This design comes from an exercise in tuning for small area, a short achievable clock period and few clock cycles on the open sky130 flow, not from production work.
The RTL was checked by simulation tests, not by an equivalence proof against the original design.
The flow treats the clock pin as an ideal source, which a real chip does not have.
Power is estimated from default activity; no workload was simulated.

== wip/sierra ==
==> flow/design.v (excerpt) <==
module fixed_arith_top
#(
  parameter int ADDR_W = 5
)
(
  input  logic              clk,
  input  logic              rst_n,
  input  logic [ADDR_W-1:0] awaddr,
  input  logic              awvalid,
  output logic              awready,
  input  logic [31:0]       wdata,
  input  logic [3:0]        wstrb,
  input  logic              wvalid,
  output logic              wready,
  output logic [1:0]        bresp,
  output logic              bvalid,
  input  logic              bready,
  input  logic [ADDR_W-1:0] araddr,
  input  logic              arvalid,
  output logic              arready,
  output logic [31:0]       rdata,
  output logic [1:0]        rresp,
  output logic              rvalid,
  input  logic              rready
);
  fixed_arith_pkg::fix_operands_t     operands;
  fixed_arith_pkg::add_result_t       add_res;
  logic [fixed_arith_pkg::PROD_W-1:0] prod;
  logic                               prod_ovf;
  logic [7:0]                         b_one;
  logic [7:0]                         b_two;
  logic                               prod_prec;
  axil_fixed_regs #(
    .ADDR_W (ADDR_W)
  ) u_regs (
    .clk       (clk),
  ...
clock: 5.5 ns
lec_check: 0
cap_margin: 20
core_margin: 2
core_utilization: 65
cts_buf_list: sky130_fd_sc_hd__clkbuf_8
setup_slack_margin: 2.5
slew_margin: 20
synth_hierarchical: 1
synth_minimum_keep_size: 0
standard.sh (not shown) runs the stock make flow with config.mk's settings and CLKGATE_MAP_FILE= SYNTH_SCRIPT=/design/flow/synth_recipe.tcl, a recipe that flattens the netlist after the stock synthesis.
==> flow/flow/run.sh <==
#!/bin/bash
# The standard layout with three changes:
#  - the buffers that synthesis put in are removed at floorplanning
#    (REMOVE_ABC_BUFFERS), and timing repair adds back the ones needed;
#  - the smallest plain buffer on each port, in place of the delay buffer
#    ORFS's buffer_ports picks by default;
#  - after CTS, useful clock skew between the multiplier's pipeline stages
#    (flow/skew.tcl): the operand registers get their clock early and the
#    rdata registers late. Then the standard flow goes on from global routing.
set -euo pipefail
here=$(pwd)
res=$here/orfs/results/sky130hd/fixed_arith_top/base
bufs="BUFFER_PORTS_ARGS=-buffer_cell sky130_fd_sc_hd__buf_1"
rmbufs="REMOVE_ABC_BUFFERS=1"
source flow/skew.env
bash standard.sh "$bufs" "$rmbufs" SETUP_SLACK_MARGIN=$MARGIN_CTS cts > standard_cts.log 2>&1
cp $res/4_cts.odb $here/4_cts_noskew.odb
ODB_IN=$here/4_cts_noskew.odb SDC_IN=$res/4_cts.sdc ODB_OUT=$res/4_cts.odb \
  openroad -no_init -exit flow/skew.tcl > skew.log 2>&1
rm -f $here/4_cts_noskew.odb
bash standard.sh "$bufs" "$rmbufs" SETUP_SLACK_MARGIN=$MARGIN_ROUTE finish > standard_finish.log 2>&1
==> flow/flow/skew.env <==
# settings of flow/run.sh and flow/skew.tcl
export MARGIN_CTS=2.5
export MARGIN_ROUTE=3.0
export LATE_SPECS='{{u_regs.rdata*} sky130_fd_sc_hd__clkbuf_4 4 8}'
export EARLY_PAT="u_regs.operands* u_regs.b_one* u_regs.b_two*"
export EARLY_BUF=sky130_fd_sc_hd__clkbuf_16
export EARLY_N=2
export CLK_NET=clk
==> flow/flow/skew.tcl <==
set plat $::env(FLOW_HOME)/platforms/sky130hd
read_lef $plat/lef/sky130_fd_sc_hd.tlef
read_lef $plat/lef/sky130_fd_sc_hd_merged.lef
read_liberty $plat/lib/sky130_fd_sc_hd__tt_025C_1v80.lib
read_db $::env(ODB_IN)
read_sdc $::env(SDC_IN)
source $plat/setRC.tcl
set_propagated_clock [all_clocks]
estimate_parasitics -placement
puts "=== before"
report_worst_slack -max
report_worst_slack -min
report_checks -path_delay max -format end -group_path_count 6

set db [ord::get_db]
set block [ord::get_db_block]

proc by_x {a b} { expr {[lindex [$a getLocation] 0] - [lindex [$b getLocation] 0]} }

proc centroid {insts} {
  set sx 0; set sy 0
  foreach i $insts { set loc [$i getLocation]; set sx [expr {$sx + [lindex $loc 0]}]; set sy [expr {$sy + [lindex $loc 1]}] }
  return [list [expr {$sx / [llength $insts]}] [expr {$sy / [llength $insts]}]]
}

proc matches {name pats} {
  foreach p $pats { if {[string match $p $name]} { return 1 } }
  return 0
}

proc regs_matching {block pats} {
  set out {}
  foreach inst [$block getInsts] {
    if {![matches [$inst getName] $pats]} { continue }
    set it [$inst findITerm CLK]
    if {$it == "NULL" || $it == ""} { continue }
    lappend out $inst
  }
  return $out
}

proc add_buf {block master name drvnet x y} {
  set buf [odb::dbInst_create $block $master $name]
  $buf setLocation $x $y
  $buf setPlacementStatus PLACED
  set net [odb::dbNet_create $block "${name}_clk"]
  $net setSigType CLOCK
  [$buf findITerm A] connect $drvnet
  [$buf findITerm X] connect $net
  return $net
}

proc move_clk {insts net} {
  foreach i $insts {
    set it [$i findITerm CLK]
    $it disconnect
    $it connect $net
  }
}

# late registers, grouped by the CTS leaf net that clocks them. LATE_SPECS is
# a list of {patterns buffer chain max_group}: each group of at most max_group
# registers of a leaf net gets a chain of chain buffers.
set k 0
foreach spec $::env(LATE_SPECS) {
  lassign $spec pats bufname chain maxg
  set master [$db findMaster $bufname]
  array unset groups
  array set groups {}
  foreach inst [regs_matching $block $pats] {
    lappend groups([[[$inst findITerm CLK] getNet] getName]) $inst
  }
  foreach netname [lsort [array names groups]] {
    set oldnet [$block findNet $netname]
    set all [lsort -command by_x $groups($netname)]
    set ng [expr {int(ceil(double([llength $all]) / $maxg))}]
    set per [expr {int(ceil(double([llength $all]) / $ng))}]
    for {set g 0} {$g < $ng} {incr g} {
      set insts [lrange $all [expr {$g * $per}] [expr {($g + 1) * $per - 1}]]
      lassign [centroid $insts] x y
      set drv $oldnet
      for {set c 0} {$c < $chain} {incr c} {
        set drv [add_buf $block $master "skew_late_${k}_$c" $drv $x $y]
      }
      move_clk $insts $drv
      puts "late group $k ($pats): [llength $insts] registers from $netname"
      incr k
    }
  }
}

# early registers, split by position among EARLY_N buffers on the port's net
set early [lsort -command by_x [regs_matching $block $::env(EARLY_PAT)]]
set clknet [$block findNet $::env(CLK_NET)]
set n $::env(EARLY_N)
set per [expr {int(ceil(double([llength $early]) / $n))}]
for {set g 0} {$g < $n} {incr g} {
  set grp [lrange $early [expr {$g * $per}] [expr {($g + 1) * $per - 1}]]
  if {[llength $grp] == 0} { continue }
  lassign [centroid $grp] x y
  set net [add_buf $block [$db findMaster $::env(EARLY_BUF)] "skew_early_$g" $clknet $x $y]
  move_clk $grp $net
  puts "early group $g: [llength $grp] registers"
}

global_connect
detailed_placement
check_placement
estimate_parasitics -placement
puts "=== after"
report_worst_slack -max
report_worst_slack -min
report_checks -path_delay max -format end -group_path_count 6
report_clock_skew
write_db $::env(ODB_OUT)
Testbench counts of wip/sierra, summed over its fixed seeds: cycles 7,706.
diff inputs: wip/sierra => wip/zinc
Settings: CORE_UTILIZATION: 65 -> 75.
diff --git a/flow/flow/run.sh b/flow/flow/run.sh
--- a/flow/flow/run.sh
+++ b/flow/flow/run.sh
@@ -2,3 +2 @@
-# The standard layout with three changes:
-#  - the buffers that synthesis put in are removed at floorplanning
-#    (REMOVE_ABC_BUFFERS), and timing repair adds back the ones needed;
+# The standard layout with two changes:
@@ -14 +11,0 @@
-rmbufs="REMOVE_ABC_BUFFERS=1"
@@ -16 +13 @@
-bash standard.sh "$bufs" "$rmbufs" SETUP_SLACK_MARGIN=$MARGIN_CTS cts > standard_cts.log 2>&1
+bash standard.sh "$bufs" SETUP_SLACK_MARGIN=$MARGIN_CTS cts > standard_cts.log 2>&1
@@ -21 +18 @@
-bash standard.sh "$bufs" "$rmbufs" SETUP_SLACK_MARGIN=$MARGIN_ROUTE finish > standard_finish.log 2>&1
+bash standard.sh "$bufs" SETUP_SLACK_MARGIN=$MARGIN_ROUTE finish > standard_finish.log 2>&1
### Flow results
Power, wip/zinc and wip/sierra, lower one = wip/zinc. Setup slack (lower): wip/zinc. Going from wip/sierra to wip/zinc, the design area was found to have gone down by 180 um^2.
For wip/tundra, these inputs were changed with respect to wip/zinc:
Settings: CORE_UTILIZATION changed from 75 to 65; CTS_BUF_LIST removed (was sky130_fd_sc_hd__clkbuf_8).
diff --git a/flow/flow/skew.env b/flow/flow/skew.env
--- a/flow/flow/skew.env
+++ b/flow/flow/skew.env
@@ -3,2 +3,2 @@
-export MARGIN_ROUTE=3.0
-export LATE_SPECS='{{u_regs.rdata*} sky130_fd_sc_hd__clkbuf_4 4 8}'
+export MARGIN_ROUTE=2.9
+export LATE_SPECS='{{u_regs.rdata*} sky130_fd_sc_hd__clkbuf_4 3 8}'
Results
Per the comparison of wip/tundra with wip/zinc, number of placed instances, taps included higher; clock latency reported for the late side of the worst-skew pair lower; proportion of layout cells with a drive suffix above 1 lower.
Taking wip/zinc as the reference point, the relative area of non-clock buffer cells in the final design of wip/tundra falls by 0.91 points.
Inputs modified between wip/tundra and wip/cedar:
diff --git a/flow/flow/skew.env b/flow/flow/skew.env
--- a/flow/flow/skew.env
+++ b/flow/flow/skew.env
@@ -3,2 +3,5 @@
-export MARGIN_ROUTE=2.9
-export LATE_SPECS='{{u_regs.rdata*} sky130_fd_sc_hd__clkbuf_4 3 8}'
+export MARGIN_ROUTE=2.8
+export LATE_PAT="u_regs.rdata*"
+export LATE_BUF=sky130_fd_sc_hd__clkbuf_4
+export LATE_CHAIN=2
+export LATE_MAXG=8
diff --git a/flow/flow/skew.tcl b/flow/flow/skew.tcl
--- a/flow/flow/skew.tcl
+++ b/flow/flow/skew.tcl
@@ -61,3 +61,6 @@
-# late registers, grouped by the CTS leaf net that clocks them. LATE_SPECS is
-# a list of {patterns buffer chain max_group}: each group of at most max_group
-# registers of a leaf net gets a chain of chain buffers.
+# late registers, grouped by the CTS leaf net that clocks them
+set late_master [$db findMaster $::env(LATE_BUF)]
+array set groups {}
+foreach inst [regs_matching $block $::env(LATE_PAT)] {
+  lappend groups([[[$inst findITerm CLK] getNet] getName]) $inst
+}
@@ -65,23 +68,11 @@
-foreach spec $::env(LATE_SPECS) {
-  lassign $spec pats bufname chain maxg
-  set master [$db findMaster $bufname]
-  array unset groups
-  array set groups {}
-  foreach inst [regs_matching $block $pats] {
-    lappend groups([[[$inst findITerm CLK] getNet] getName]) $inst
-  }
-  foreach netname [lsort [array names groups]] {
-    set oldnet [$block findNet $netname]
-    set all [lsort -command by_x $groups($netname)]
-    set ng [expr {int(ceil(double([llength $all]) / $maxg))}]
-    set per [expr {int(ceil(double([llength $all]) / $ng))}]
-    for {set g 0} {$g < $ng} {incr g} {
-      set insts [lrange $all [expr {$g * $per}] [expr {($g + 1) * $per - 1}]]
-      lassign [centroid $insts] x y
-      set drv $oldnet
-      for {set c 0} {$c < $chain} {incr c} {
-        set drv [add_buf $block $master "skew_late_${k}_$c" $drv $x $y]
-      }
-      move_clk $insts $drv
-      puts "late group $k ($pats): [llength $insts] registers from $netname"
-      incr k
+foreach netname [lsort [array names groups]] {
+  set oldnet [$block findNet $netname]
+  set all [lsort -command by_x $groups($netname)]
+  set ng [expr {int(ceil(double([llength $all]) / $::env(LATE_MAXG)))}]
+  set per [expr {int(ceil(double([llength $all]) / $ng))}]
+  for {set g 0} {$g < $ng} {incr g} {
+    set insts [lrange $all [expr {$g * $per}] [expr {($g + 1) * $per - 1}]]
+    lassign [centroid $insts] x y
+    set drv $oldnet
+    for {set c 0} {$c < $::env(LATE_CHAIN)} {incr c} {
+      set drv [add_buf $block $late_master "skew_late_${k}_$c" $drv $x $y]
@@ -88,0 +80,3 @@
+    move_clk $insts $drv
+    puts "late group $k: [llength $insts] registers from $netname"
+    incr k
==> run notes <==
- On worst path arrival time: between wip/cedar and wip/tundra, it ends up higher for wip/tundra.
- Compared with wip/tundra, wip/cedar shows power higher by 0.95%.
- Diff wip/cedar..wip/tundra | final hold violation count | unchanged
- Met2 track demand over resource: wip/tundra vs wip/cedar, no meaningful difference
- Summary: with wip/tundra as the reference, power per unit of standard cell area in wip/cedar moved up slightly.
- Diff wip/tundra -> wip/cedar: largest incremental delay on the critical path -0.08 ns, worst-case setup margin in the final layout -0.092 ns.
diff inputs: wip/cedar => wip/xenon
Settings: CTS_BUF_LIST newly set to sky130_fd_sc_hd__clkbuf_8.
==> flow/flow/skew.env <==
# settings of flow/run.sh and flow/skew.tcl
export MARGIN_CTS=2.5
export MARGIN_ROUTE=2.9
export LATE_SPECS='{{u_regs.rdata*} sky130_fd_sc_hd__clkbuf_4 4 8}'
export EARLY_PAT="u_regs.operands* u_regs.b_one* u_regs.b_two*"
export EARLY_BUF=sky130_fd_sc_hd__clkbuf_16
export EARLY_N=2
export CLK_NET=clk
diff --git a/flow/flow/skew.tcl b/flow/flow/skew.tcl
--- a/flow/flow/skew.tcl
+++ b/flow/flow/skew.tcl
@@ -61,6 +61,3 @@
-# late registers, grouped by the CTS leaf net that clocks them
-set late_master [$db findMaster $::env(LATE_BUF)]
-array set groups {}
-foreach inst [regs_matching $block $::env(LATE_PAT)] {
-  lappend groups([[[$inst findITerm CLK] getNet] getName]) $inst
-}
+# late registers, grouped by the CTS leaf net that clocks them. LATE_SPECS is
+# a list of {patterns buffer chain max_group}: each group of at most max_group
+# registers of a leaf net gets a chain of chain buffers.
@@ -68,11 +65,23 @@
-foreach netname [lsort [array names groups]] {
-  set oldnet [$block findNet $netname]
-  set all [lsort -command by_x $groups($netname)]
-  set ng [expr {int(ceil(double([llength $all]) / $::env(LATE_MAXG)))}]
-  set per [expr {int(ceil(double([llength $all]) / $ng))}]
-  for {set g 0} {$g < $ng} {incr g} {
-    set insts [lrange $all [expr {$g * $per}] [expr {($g + 1) * $per - 1}]]
-    lassign [centroid $insts] x y
-    set drv $oldnet
-    for {set c 0} {$c < $::env(LATE_CHAIN)} {incr c} {
-      set drv [add_buf $block $late_master "skew_late_${k}_$c" $drv $x $y]
+foreach spec $::env(LATE_SPECS) {
+  lassign $spec pats bufname chain maxg
+  set master [$db findMaster $bufname]
+  array unset groups
+  array set groups {}
+  foreach inst [regs_matching $block $pats] {
+    lappend groups([[[$inst findITerm CLK] getNet] getName]) $inst
+  }
+  foreach netname [lsort [array names groups]] {
+    set oldnet [$block findNet $netname]
+    set all [lsort -command by_x $groups($netname)]
+    set ng [expr {int(ceil(double([llength $all]) / $maxg))}]
+    set per [expr {int(ceil(double([llength $all]) / $ng))}]
+    for {set g 0} {$g < $ng} {incr g} {
+      set insts [lrange $all [expr {$g * $per}] [expr {($g + 1) * $per - 1}]]
+      lassign [centroid $insts] x y
+      set drv $oldnet
+      for {set c 0} {$c < $chain} {incr c} {
+        set drv [add_buf $block $master "skew_late_${k}_$c" $drv $x $y]
+      }
+      move_clk $insts $drv
+      puts "late group $k ($pats): [llength $insts] registers from $netname"
+      incr k
@@ -80,3 +88,0 @@
-    move_clk $insts $drv
-    puts "late group $k: [llength $insts] registers from $netname"
-    incr k
### Flow results
Leakage power of the design, wip/xenon and wip/cedar: lower on wip/xenon
wip/xenon vs wip/cedar: non-clock buffer count up
On routed metal-1 wire length, wip/cedar tracks wip/xenon almost exactly.
Period utilization in wip/xenon is 3.4 points below wip/cedar.
Row layout-stage area growth over the synthesis result: wip/xenon lower / wip/cedar higher
Reported for wip/xenon and wip/cedar, half-perimeter wire length after placement turned out identical to the last digit.
[wip/xenon vs wip/cedar] combinational share of power: lower in wip/xenon
wip/cedar reports its critical path launch point as u_mul.r1_q[14] while wip/xenon reports u_regs.b_two[2].
Setup slack in wip/xenon is larger than in wip/cedar.
Final area shrinks slightly when moving from wip/cedar to wip/xenon.
On total track usage, wip/xenon and wip/cedar are basically level.
Between wip/xenon and wip/cedar, the total power is higher for wip/cedar.
[inputs] wip/willow vs wip/xenon
diff --git a/flow/flow/skew.env b/flow/flow/skew.env
--- a/flow/flow/skew.env
+++ b/flow/flow/skew.env
@@ -4 +4 @@
-export LATE_SPECS='{{u_regs.rdata*} sky130_fd_sc_hd__clkbuf_4 4 8}'
+export LATE_SPECS='{{u_regs.rdata*} sky130_fd_sc_hd__clkbuf_4 3 8}'
Notes after the runs:
wip/xenon vs wip/willow, highest-delay cell along the critical path: sky130_fd_sc_hd__dfrtp_1 vs sky130_fd_sc_hd__fa_2. Comparing sequential share of layout area for wip/xenon and wip/willow, the bigger number came from wip/xenon. The total area of sequential cells was comparable across wip/xenon and wip/willow. The utilization after layout in wip/willow sits 0.61 points above the value recorded for wip/xenon. When the final numbers for wip/xenon and wip/willow were put side by side, the fraction of the cycle the final worst path needs turned out to be greater in wip/willow.

## re-timing with driven ports
No port has a modelled driver above. Below, the same layouts with a new extraction and two added sets of constraints.
Step 1, drivers: a clkbuf_16 drives clk and a buf_2 each remaining input, both assumed.
Step 2, shift: input delay + t, output delay - t, t = (earliest + latest rising clock arrival at the registers) / 2. This alone moves slack from input paths to output paths.
Slacks: no drivers / after step 1 / after step 2; pairs: no drivers / after step 1.
run	t (ns)	slack for setup (ns)	clock arrival spread, ns	slew at the worst register clock pin (ns)	pins driven straight from the clock port
wip/sierra	0.626	2.942 / 2.873 / 2.635	0.806 / 0.806	0.11 / 0.11	3
wip/zinc	0.649	2.895 / 2.825 / 2.568	0.847 / 0.848	0.11 / 0.11	3
wip/tundra	0.556	2.817 / 2.817 / 2.512	0.660 / 0.660	0.09 / 0.09	3
wip/cedar	0.497	2.725 / 2.725 / 2.549	0.539 / 0.540	0.09 / 0.09	3
wip/xenon	0.620	2.911 / 2.883 / 2.417	0.798 / 0.798	0.09 / 0.09	3
wip/willow	0.571	2.833 / 2.833 / 2.481	0.696 / 0.697	0.09 / 0.09	3
In every run listed the clock reaches the registers at very different times; t lies between them, and the last value is a rough guide only. For wip/xenon, which loses most, drivers alone change the setup slack by -0.028 ns; drivers and shift together by -0.494 ns.
